Background: an optimization exercise with open tools, aiming at small area and few clock cycles per item. Do not read the settings as production practice.
For this run, only the layout was checked, not whether the RTL still works.

===== flow/run.sh =====
#!/bin/bash
# synth_recipe.tcl (not shown) runs the flow's synth.tcl, then flattens the netlist and writes it again
# the make line also repeats each setting of config.mk as NAME=value (left out here)
make -C /OpenROAD-flow-scripts/flow DESIGN_CONFIG=/design/flow/config.mk WORK_HOME=/design/flow/orfs CLKGATE_MAP_FILE= SYNTH_SCRIPT=/design/flow/synth_recipe.tcl finish

===== flow/config.mk =====
export PLATFORM = sky130hd
export DESIGN_NAME = heading_yaw_slew_limiter
export DESIGN_NICKNAME = heading_yaw_slew_limiter
export VERILOG_FILES = /design/flow/design.v
export SDC_FILE = /design/flow/constraint.sdc
export NUM_CORES = 4
export LEC_CHECK = 0
export CAP_MARGIN = 20
export CORE_MARGIN = 2
export CORE_UTILIZATION = 40
export SLEW_MARGIN = 20

===== flow/constraint.sdc =====
create_clock -name core_clock -period 14.0 [get_ports {clk}]
set_input_delay 2.8000 -clock core_clock [delete_from_list [all_inputs] [get_ports {clk}]]
set_output_delay 2.8000 -clock core_clock [all_outputs]
set_load 0.01 [all_outputs]

===== flow/design.v =====
`timescale 1ns / 1ps
package hysl_pkg;
    localparam int CORDIC_STEPS = 16;
    localparam int ANGLE_WIDTH  = 16;
    localparam int ANG_FRAC  = ANGLE_WIDTH - 3;
    localparam int TAB_SHIFT = 30 - ANG_FRAC;
    localparam int XW        = 27;
    localparam int ZW        = ANGLE_WIDTH + 1;
    localparam int RW        = ANGLE_WIDTH + 4;
    localparam int RND_SHIFT = (ANG_FRAC >= 13) ? (ANG_FRAC - 13) : 0;
    localparam int UP_SHIFT  = (ANG_FRAC < 13) ? (13 - ANG_FRAC) : 0;
    localparam longint RND_HALF = (RND_SHIFT > 0) ? (64'sd1 <<< (RND_SHIFT - 1)) : 0;
    localparam int YAW_PI     = 25736;
    localparam int YAW_TWO_PI = 51472;
    localparam int CFG_IDX_W = 3;
    localparam int CFG_DATA_W = 32;
    typedef enum logic [CFG_IDX_W-1:0] {
        CFG_HOVER_HEIGHT = 3'd0,
        CFG_YAW_STEP_MAX = 3'd1,
        CFG_YAW_RATE_MAX = 3'd2,
        CFG_INV_TICK     = 3'd3,
        CFG_SPEED_SQ_MIN = 3'd4
    } cfg_idx_t;
    function automatic logic signed [63:0] ATAN_TAB(input integer i);
        case (i)
            0: ATAN_TAB = 64'sd843314857;
            1: ATAN_TAB = 64'sd497837829;
            2: ATAN_TAB = 64'sd263043837;
            3: ATAN_TAB = 64'sd133525159;
            4: ATAN_TAB = 64'sd67021687;
            5: ATAN_TAB = 64'sd33543516;
            6: ATAN_TAB = 64'sd16775851;
            7: ATAN_TAB = 64'sd8388437;
            8: ATAN_TAB = 64'sd4194283;
            9: ATAN_TAB = 64'sd2097149;
            10: ATAN_TAB = 64'sd1048576;
            11: ATAN_TAB = 64'sd524288;
            12: ATAN_TAB = 64'sd262144;
            13: ATAN_TAB = 64'sd131072;
            14: ATAN_TAB = 64'sd65536;
            15: ATAN_TAB = 64'sd32768;
            16: ATAN_TAB = 64'sd16384;
            17: ATAN_TAB = 64'sd8192;
            18: ATAN_TAB = 64'sd4096;
            19: ATAN_TAB = 64'sd2048;
            20: ATAN_TAB = 64'sd1024;
            21: ATAN_TAB = 64'sd512;
            22: ATAN_TAB = 64'sd256;
            23: ATAN_TAB = 64'sd128;
            default: ATAN_TAB = 64'sd0;
        endcase
    endfunction
    typedef struct packed {
        logic [30:0] hover_height;
        logic [14:0] yaw_step_max;
        logic [14:0] yaw_rate_max;
        logic [15:0] inv_tick;
        logic [31:0] speed_sq_min;
    } cfg_t;
    typedef struct packed {
        logic [31:0] pos_x;
        logic [31:0] pos_y;
        logic [15:0] aim;
        logic        slow;
    } item_t;
    function automatic logic signed [ZW-1:0] tab_angle(input logic signed [63:0] t);
        logic signed [63:0] r;
        r = (t + (64'sd1 <<< (TAB_SHIFT - 1))) >>> TAB_SHIFT;
        tab_angle = r[ZW-1:0];
    endfunction
endpackage
`timescale 1ns / 1ps
module hysl_queue (
    input  logic            clk,
    input  logic            rst_n,
    input  logic            wr_valid,
    output logic            wr_ready,
    input  hysl_pkg::item_t wr_data,
    output logic            rd_valid,
    input  logic            rd_ready,
    output hysl_pkg::item_t rd_data
);
    logic [80:0]           mem_reg [0:3];
    logic [1:0]  wp_reg;
    logic [1:0]  rp_reg;
    logic [2:0]  cnt_reg;
    logic [2:0]  cnt_next;
    logic        push;
    logic        pop;
    assign wr_ready = cnt_reg != 3'd4;
    assign rd_valid = cnt_reg != 3'd0;
    assign rd_data  = mem_reg[rp_reg];
    assign push     = wr_valid && wr_ready;
    assign pop      = rd_valid && rd_ready;
    assign cnt_next = cnt_reg + 3'(push) - 3'(pop);
    always_ff @(posedge clk or negedge rst_n)
    begin
        if (!rst_n)
        begin
            wp_reg  <= '0;
            rp_reg  <= '0;
            cnt_reg <= '0;
        end
        else
        begin
            if (push)
                wp_reg <= wp_reg + 2'd1;
            if (pop)
                rp_reg <= rp_reg + 2'd1;
            cnt_reg <= cnt_next;
        end
    end
    always_ff @(posedge clk)
    begin
        if (push)
            mem_reg[wp_reg] <= wr_data;
    end
endmodule
`timescale 1ns / 1ps
module hysl_front (
    input  logic                 clk,
    input  logic                 rst_n,
    input  hysl_pkg::cfg_t       cfg,
    input  logic                 point_valid,
    output logic                 point_ready,
    input  logic signed [31:0]   point_pos_x,
    input  logic signed [31:0]   point_pos_y,
    input  logic signed [15:0]   point_vel_x,
    input  logic signed [15:0]   point_vel_y,
    output logic                 fr_valid,
    input  logic                 fr_ready,
    output hysl_pkg::item_t      fr_data
);
    localparam int N = hysl_pkg::CORDIC_STEPS;
    logic               en;
    logic [N+1:0]       v_reg;
    logic signed [31:0]             px_reg  [0:N];
    logic signed [31:0]             py_reg  [0:N];
    logic signed [hysl_pkg::XW-1:0] cx_reg  [0:N];
    logic signed [hysl_pkg::XW-1:0] cy_reg  [0:N];
    logic signed [hysl_pkg::ZW-1:0] cz_reg  [0:N];
    logic                           sl_reg  [0:N];
    logic signed [31:0]             px_next [0:N];
    logic signed [31:0]             py_next [0:N];
    logic signed [hysl_pkg::XW-1:0] cx_next [0:N];
    logic signed [hysl_pkg::XW-1:0] cy_next [0:N];
    logic signed [hysl_pkg::ZW-1:0] cz_next [0:N];
    logic                           sl_next [0:N];
    logic [30:0]        sqx_reg;
    logic [30:0]        sqy_reg;
    logic signed [31:0] sqx_next;
    logic signed [31:0] sqy_next;
    hysl_pkg::item_t    item_reg;
    hysl_pkg::item_t    item_next;
    logic signed [hysl_pkg::RW-1:0] zx;
    logic signed [hysl_pkg::RW-1:0] zr;
    localparam logic signed [hysl_pkg::ZW-1:0] ANG0     = hysl_pkg::tab_angle(2 * hysl_pkg::ATAN_TAB(0));
    localparam logic signed [hysl_pkg::RW-1:0] R_HALF   = hysl_pkg::RND_HALF;
    localparam logic signed [hysl_pkg::RW-1:0] R_PI     = hysl_pkg::YAW_PI;
    localparam logic signed [hysl_pkg::RW-1:0] R_TWO_PI = hysl_pkg::YAW_TWO_PI;
    assign en          = !v_reg[N+1] || fr_ready;
    assign point_ready = en;
    assign fr_valid    = v_reg[N+1];
    assign fr_data     = item_reg;
    always_comb
    begin
        logic signed [hysl_pkg::XW-1:0] x0;
        logic signed [hysl_pkg::XW-1:0] y0;
        x0 = {{(hysl_pkg::XW-24){point_vel_x[15]}}, point_vel_x, 8'd0};
        y0 = {{(hysl_pkg::XW-24){point_vel_y[15]}}, point_vel_y, 8'd0};
        px_next[0] = point_pos_x;
        py_next[0] = point_pos_y;
        sl_next[0] = 1'b0;
        cx_next[0] = x0;
        cy_next[0] = y0;
        cz_next[0] = '0;
        if (x0 < 0)
        begin
            if (y0 >= 0)
            begin
                cx_next[0] = y0;
                cy_next[0] = -x0;
                cz_next[0] = ANG0;
            end
            else
            begin
                cx_next[0] = -y0;
                cy_next[0] = x0;
                cz_next[0] = -ANG0;
            end
        end
        sqx_next = point_vel_x * point_vel_x;
        sqy_next = point_vel_y * point_vel_y;
    end
    for (genvar k = 1; k <= N; k++)
    begin : g_step
        localparam logic signed [hysl_pkg::ZW-1:0] ANG = hysl_pkg::tab_angle(hysl_pkg::ATAN_TAB(k-1));
        always_comb
        begin
            logic signed [hysl_pkg::XW-1:0] dx;
            logic signed [hysl_pkg::XW-1:0] dy;
            dx = cy_reg[k-1] >>> (k - 1);
            dy = cx_reg[k-1] >>> (k - 1);
            px_next[k] = px_reg[k-1];
            py_next[k] = py_reg[k-1];
            sl_next[k] = sl_reg[k-1];
            if (cy_reg[k-1] > 0)
            begin
                cx_next[k] = cx_reg[k-1] + dx;
                cy_next[k] = cy_reg[k-1] - dy;
                cz_next[k] = cz_reg[k-1] + ANG;
            end
            else
            begin
                cx_next[k] = cx_reg[k-1] - dx;
                cy_next[k] = cy_reg[k-1] + dy;
                cz_next[k] = cz_reg[k-1] - ANG;
            end
            if (k == 1)
                sl_next[k] = ({1'b0, sqx_reg} + {1'b0, sqy_reg}) <= cfg.speed_sq_min;
        end
    end
    always_comb
    begin
        zx = {{(hysl_pkg::RW-hysl_pkg::ZW){cz_reg[N][hysl_pkg::ZW-1]}}, cz_reg[N]};
        if (hysl_pkg::ANG_FRAC >= 13)
            zr = (zx + R_HALF) >>> hysl_pkg::RND_SHIFT;
        else
            zr = zx <<< hysl_pkg::UP_SHIFT;
        if (zr > R_PI)
            zr = zr - R_TWO_PI;
        else if (zr <= -R_PI)
            zr = zr + R_TWO_PI;
        item_next.pos_x = px_reg[N];
        item_next.pos_y = py_reg[N];
        item_next.slow  = sl_reg[N];
        item_next.aim   = zr[15:0];
    end
    always_ff @(posedge clk or negedge rst_n)
    begin
        if (!rst_n)
            v_reg <= '0;
        else if (en)
            v_reg <= {v_reg[N:0], point_valid};
    end
    always_ff @(posedge clk)
    begin
        if (en)
        begin
            for (int k = 0; k <= N; k++)
            begin
                px_reg[k] <= px_next[k];
                py_reg[k] <= py_next[k];
                cx_reg[k] <= cx_next[k];
                cy_reg[k] <= cy_next[k];
                cz_reg[k] <= cz_next[k];
                sl_reg[k] <= sl_next[k];
            end
            sqx_reg  <= sqx_next[30:0];
            sqy_reg  <= sqy_next[30:0];
            item_reg <= item_next;
        end
    end
endmodule
`timescale 1ns / 1ps
module hysl_back (
    input  logic            clk,
    input  logic            rst_n,
    input  hysl_pkg::cfg_t  cfg,
    input  logic            q_valid,
    output logic            q_ready,
    input  hysl_pkg::item_t q_data,
    output logic               cmd_valid,
    input  logic               cmd_ready,
    output logic signed [31:0] cmd_x,
    output logic signed [31:0] cmd_y,
    output logic        [30:0] cmd_z,
    output logic signed [15:0] cmd_yaw,
    output logic signed [15:0] cmd_yaw_rate
);
    logic               out_valid_reg;
    logic signed [15:0] held_yaw_reg;
    logic signed [15:0] held_yaw_next;
    logic signed [15:0] held_rate_reg;
    logic signed [15:0] held_rate_next;
    logic signed [31:0] x_reg;
    logic signed [31:0] y_reg;
    logic        [30:0] z_reg;
    logic               take;
    logic signed [17:0] c;
    logic signed [17:0] a;
    logic signed [17:0] d;
    logic signed [17:0] s;
    logic signed [17:0] yaw;
    logic signed [16:0] inv;
    logic signed [34:0] prod;
    logic signed [34:0] rnd;
    logic signed [25:0] rate;
    logic signed [25:0] rmax;
    logic signed [25:0] sum;
    logic signed [25:0] avg;
    logic               stepped;
    assign take    = q_valid && (!out_valid_reg || cmd_ready);
    assign q_ready = take;
    always_comb
    begin
        c    = 18'(held_yaw_reg);
        a    = q_data.slow ? c : 18'($signed(q_data.aim));
        d    = a - c;
        s    = 18'($signed({1'b0, cfg.yaw_step_max}));
        rmax = 26'($signed({1'b0, cfg.yaw_rate_max}));
        inv  = $signed({1'b0, cfg.inv_tick});
        prod = d * inv;
        rnd  = prod + 35'sd512;
        stepped = 1'b0;
        yaw  = a;
        priority if (d > 18'sd25736)
        begin
            if (d - 18'sd51472 < -s)
            begin
                yaw = c - s;
                stepped = 1'b1;
            end
            rate = -rmax;
        end
        else if (d < -18'sd25736)
        begin
            if (d + 18'sd51472 > s)
            begin
                yaw = c + s;
                stepped = 1'b1;
            end
            rate = rmax;
        end
        else if (d < -s)
        begin
            yaw = c - s;
            stepped = 1'b1;
            rate = -rmax;
        end
        else if (d > s)
        begin
            yaw = c + s;
            stepped = 1'b1;
            rate = rmax;
        end
        else
        begin
            rate = 26'(rnd >>> 10);
        end
        if (stepped)
        begin
            if (yaw > 18'sd25736)
                yaw = yaw - 18'sd51472;
            else if (yaw <= -18'sd25736)
                yaw = yaw + 18'sd51472;
        end
        sum = 26'(held_rate_reg) + rate;
        avg = sum >>> 1;
        held_yaw_next = yaw[15:0];
        if (avg > 26'sd32767)
            held_rate_next = 16'sh7FFF;
        else if (avg < -26'sd32768)
            held_rate_next = 16'sh8000;
        else
            held_rate_next = avg[15:0];
    end
    always_ff @(posedge clk or negedge rst_n)
    begin
        if (!rst_n)
        begin
            out_valid_reg <= 1'b0;
            held_yaw_reg  <= '0;
            held_rate_reg <= '0;
        end
        else
        begin
            if (take)
            begin
                out_valid_reg <= 1'b1;
                held_yaw_reg  <= held_yaw_next;
                held_rate_reg <= held_rate_next;
            end
            else if (cmd_ready)
                out_valid_reg <= 1'b0;
        end
    end
    always_ff @(posedge clk)
    begin
        if (take)
        begin
            x_reg <= q_data.pos_x;
            y_reg <= q_data.pos_y;
            z_reg <= cfg.hover_height;
        end
    end
    assign cmd_valid        = out_valid_reg;
    assign cmd_x        = x_reg;
    assign cmd_y        = y_reg;
    assign cmd_z        = z_reg;
    assign cmd_yaw      = held_yaw_reg;
    assign cmd_yaw_rate = held_rate_reg;
endmodule
`timescale 1ns / 1ps
module heading_yaw_slew_limiter (
    input  logic                               clk,
    input  logic                               rst_n,
    input  logic                               cfg_we,
    input  logic [hysl_pkg::CFG_IDX_W-1:0]     cfg_index,
    input  logic [hysl_pkg::CFG_DATA_W-1:0]    cfg_data,
    input  logic                               point_valid,
    output logic                               point_ready,
    input  logic signed [31:0]                 point_pos_x,
    input  logic signed [31:0]                 point_pos_y,
    input  logic signed [15:0]                 point_vel_x,
    input  logic signed [15:0]                 point_vel_y,
    output logic                               cmd_valid,
    input  logic                               cmd_ready,
    output logic signed [31:0]                 cmd_x,
    output logic signed [31:0]                 cmd_y,
    output logic        [30:0]                 cmd_z,
    output logic signed [15:0]                 cmd_yaw,
    output logic signed [15:0]                 cmd_yaw_rate
);
    hysl_pkg::cfg_t  cfg_reg;
    logic  fr_valid;
    logic  fr_ready;
    hysl_pkg::item_t fr_data;
    logic  q_valid;
    logic  q_ready;
    hysl_pkg::item_t q_data;
    always_ff @(posedge clk or negedge rst_n)
    begin
        if (!rst_n)
        begin
            cfg_reg.hover_height <= 31'd52429;
            cfg_reg.yaw_step_max <= 15'd257;
            cfg_reg.yaw_rate_max <= 15'd3217;
            cfg_reg.inv_tick     <= 16'd12800;
            cfg_reg.speed_sq_min <= 32'd655;
        end
        else if (cfg_we)
        begin
            unique case (cfg_index)
                hysl_pkg::CFG_HOVER_HEIGHT: cfg_reg.hover_height <= cfg_data[30:0];
                hysl_pkg::CFG_YAW_STEP_MAX: cfg_reg.yaw_step_max <= cfg_data[14:0];
                hysl_pkg::CFG_YAW_RATE_MAX: cfg_reg.yaw_rate_max <= cfg_data[14:0];
                hysl_pkg::CFG_INV_TICK:     cfg_reg.inv_tick     <= cfg_data[15:0];
                hysl_pkg::CFG_SPEED_SQ_MIN: cfg_reg.speed_sq_min <= cfg_data;
                default:          ;
            endcase
        end
    end
    hysl_front u_front (
        .clk      (clk),
        .rst_n    (rst_n),
        .cfg      (cfg_reg),
        .point_valid (point_valid),
        .point_ready (point_ready),
        .point_pos_x (point_pos_x),
        .point_pos_y (point_pos_y),
        .point_vel_x (point_vel_x),
        .point_vel_y (point_vel_y),
        .fr_valid (fr_valid),
        .fr_ready (fr_ready),
        .fr_data  (fr_data)
    );
    hysl_queue u_queue (
        .clk      (clk),
        .rst_n    (rst_n),
        .wr_valid (fr_valid),
        .wr_ready (fr_ready),
        .wr_data  (fr_data),
        .rd_valid (q_valid),
        .rd_ready (q_ready),
        .rd_data  (q_data)
    );
    hysl_back u_back (
        .clk     (clk),
        .rst_n   (rst_n),
        .cfg     (cfg_reg),
        .q_valid (q_valid),
        .q_ready (q_ready),
        .q_data  (q_data),
        .cmd_valid        (cmd_valid),
        .cmd_ready        (cmd_ready),
        .cmd_x            (cmd_x),
        .cmd_y            (cmd_y),
        .cmd_z            (cmd_z),
        .cmd_yaw          (cmd_yaw),
        .cmd_yaw_rate     (cmd_yaw_rate)
    );
endmodule

==> out/results.txt <==
Final hold vios - 0
Synth top area share - 0.461
I/O Buffers - 264
Synth Flop Type - edfxtp_1
Worst hold stages - 0
H-Tree Depth - 5
Main area contributors after synthesis - edfxtp_1 (46%), ha_1 (9.8%), fa_1 (9.3%), xnor2_1 (5.1%), inv_1 (3.4%)
Pre-CTS setup slack - 368 ps
Largest net degree at the start of global routing - 208
Initial antenna violation count - 12
Yosys reg bits - 2789
Layout area overhead - 11.8%
DP HPWL - 288 mm
Worst slew margin - 0.237
Final period utilization - 0.952
Sink Count - 2789
Crit path buf inv count - 7
DRC - 0
Worst Setup Start Kind - flop
Ratio of cells with drive above 1 in the final layout - 0.0630
MaxCap Viol Count - 0
Hold path start - u_front.px_reg[16][0]$_DFFE_PP_
Core box area - 0.424 mm²
Netlist Area Pre-Place - 0.171 mm²
Fin cells - 20600
R2R cell count - 44
Vias per inst - 5.07
Worst-margin pin slew - 1140 ps
Die Wd - 657 µm
Setup Viol. Count Final - 0
Post-route ant nets - 0
Crit path DAT - 14070 ps
Final nets - 16900
Final core utilization - 0.449
Drt pass-1 iters - 6
1st-iter DRT viols - 6478
Min-Delay Path Class - flop to flop
Gr usage total - 0.174
Cells after synthesis - 14300
EDFF count, synth - 2622
Initial Util - 0.402
Final GP Congestion - 0.884
Final WS setup - 675 ps
Register-to-register setup slack - 670 ps
Number of global-route vias before repair - 105000
Top-level port count - 265
Row count - 239
Wire per inst - 18.4 µm
Max Freq - 75.0 MHz
Slowest stage delay, CP - 700 ps
Worst-path clk slew - 60 ps
Clock Root Buffer - clkbuf_16
Later-pin clock latency in the skew report - 930 ps
Most frequent cells in the layout - edfxtp_1 (2622), inv_1 (1564), ha_1 (1341), xnor2_1 (989), nor2_1 (888)
Worst Hold Endpoint - u_front.item_reg[49]$_DFFE_PP_
Critical Path RT - 14750 ps
Unrepaired setup endpoints after global routing - no
CP delay by family, top - adder cells
Die Y - 657 µm
CTS tree - done
Design area - 0.191 mm²
Final worst path period need - 13330 ps
DIE AREA - 0.432 mm²
Routed WL - 380 mm
Reg-to-reg endpoint - u_back.held_rate_reg[8]$_DFFE_PN0P_
Setup TNS - 0 ps
First-pass GRT wire length - 595 mm
Via count - 104000
CTS buffer count - 309
Clk_skew - 83.2 ps
GRT overflow - 0
DP Cell Count - 20000
Worst R2R Start - u_queue.rp_reg[0]$_DFFE_PN0P_
Pins Over Slew Limit - 0
CP Capture Type - flop
Avg Inst Size Synth - 12.0 µm²
Yosys warns - 16
Commonest non-fill, non-tap cell in the layout - edfxtp_1
Yosys cell types - 102
Placed inst area - 0.180 mm²
Bufs on Longest Clock Path - 4
Crit path kind - flop to flop
# hold bufs at CTS - 0
Status - finished clean
CP max stage cell - mux4_2
Post-synth ARST share - 0.0599
Most frequent CP cell - fa_1
Synth area leader - edfxtp_1
Sequential-to-total area share from yosys stat - 0.486
CP max FO - 15
-- worst register-to-register path, delay by kind of cell (launching register included) --
kind | cells | cell delay [ps]
adders and majority gates | 9 | 4320
muxes | 2 | 1040
buffers and inverters | 7 | 950
DFF | 1 | 560
and+or+nand+nor | 12 | 3250
xor gates and xnor gates | 2 | 330
AOI/OAI and AO/OA | 12 | 2710
-- synth_stat cells, types with 17 or more instances --
library cell / n
edfxtp_1: 2622
inv_1: 1566
ha_1: 1341
xnor2_1: 996
nor2_1: 890
nand2_1: 820
a21oi_1: 803
fa_1: 791
o21ai_0: 594
xor2_1: 399
clkbuf_1: 281
nor3_1: 274
and2_1: 262
a21o_1: 255
o21bai_1: 230
nand3_1: 196
dfrtp_1: 142
o21a_1: 107
o31ai_1: 104
mux2_2: 103
or3_1: 96
nand2b_1: 92
a211oi_1: 89
and3_1: 87
nor2b_1: 87
mux4_2: 80
nor4_1: 73
o41ai_1: 72
mux2i_1: 67
o2111ai_1: 55
a21boi_0: 53
a31oi_1: 52
nand4_1: 52
or4_1: 46
o211ai_1: 34
o22ai_1: 30
a211o_1: 28
or2_2: 28
dfstp_2: 25
a31o_2: 24
buf_1: 24
buf_2: 17
clkinv_1: 17
-- how the worst max path moves through the flow --
| stage | cells after the start | endpoint | start |
|---|---|---|---|
| after detailed placement | 47 | u_back.held_rate_reg[2]$_DFFE_PN0P_ | u_queue.rp_reg[0]$_DFFE_PN0P_ |
| after global placement | 47 | u_back.held_rate_reg[1]$_DFFE_PN0P_ | u_queue.rp_reg[0]$_DFFE_PN0P_ |
| after global routing | 49 | u_back.held_rate_reg[8]$_DFFE_PN0P_ | u_queue.rp_reg[0]$_DFFE_PN0P_ |
| after floorplan | 5 | u_front.cx_reg[0][10]$_DFFE_PP_ | u_queue.cnt_reg[1]$_DFF_PN0_ |
| after CTS | 47 | u_back.held_rate_reg[8]$_DFFE_PN0P_ | u_queue.rp_reg[0]$_DFFE_PN0P_ |
| final | 44 | u_back.held_rate_reg[8]$_DFFE_PN0P_ | u_queue.rp_reg[0]$_DFFE_PN0P_ |
-- kinds of logic (layout without fill, tap and decap cells) --
kind of cell / count (synthesis) / count (layout) / share of synthesized area
AOI/OAI and AO/OA: 2721 / 2721 / 0.102
other: 1 / 14 / 0.0000220
buffers and inverters: 1913 / 2571 / 0.0424
muxes: 250 / 250 / 0.0213
adders and majority gates: 2132 / 2132 / 0.191
xor gates and xnor gates: 1397 / 1397 / 0.0718
and+or+nand+nor: 3065 / 3065 / 0.0849
DFF: 2789 / 2789 / 0.486
-- metrics by stage --
stage / hold slack, ps
after detailed placement: 405
after floorplan: 400
after global placement: 400
after CTS: 333
final: 346
after global routing: 334
-- metal layers --
metal  GRT usage  up-vias  share of wire
met5           0        -       0.000034
met2       0.308     1708           0.50
met3      0.0192      621          0.035
li1            -    51500              -
met1       0.219    50600           0.43
met4      0.0601        2          0.037
-- layout make-up --
class / instances / area [µm²]
fillers: 38700 / 234000
well taps: 5663 / 7090
repair buffers: 421 / 3880
diodes: 10 / 25.0
flip-flops and latches: 2789 / 83000
inverters: 1586 / 5960
clock inverters: 168 / 1890
clock buffers: 396 / 8290
multi-input cells: 9569 / 80700
-- repair_timing --
action | in CTS | in global routing
setup endpoints to repair | 0 | 15
resized for setup | 0 | 4
setup buffers | 0 | 4
hold endpoints to repair | 0 | 0

==> static timing again, ports no longer ideal <==
Ports are ideal in the flow. The routed layout listed here was re-timed in OpenROAD. Step 1 assumes that a clkbuf_16 drives the clock port and a buf_2 every other input. Step 2, shift: input delay + t, output delay - t, t = (earliest + latest rising clock arrival at the registers) / 2. This alone moves slack from input paths to output paths. Slacks: no drivers / after step 1 / after step 2; pairs: no drivers / after step 1.
t (ns): 0.990
slack for setup (ns): 0.675 / 0.675 / 0.675
hold slack, ns: 0.346 / 0.346 / 0.346
worst slew at a driven data input, ns: 0.11
pins driven straight from the clock port: 1
After both steps this run still meets setup and hold. For this run, drivers alone change the setup slack by 0.000 ns; drivers and shift together by 0.000 ns.
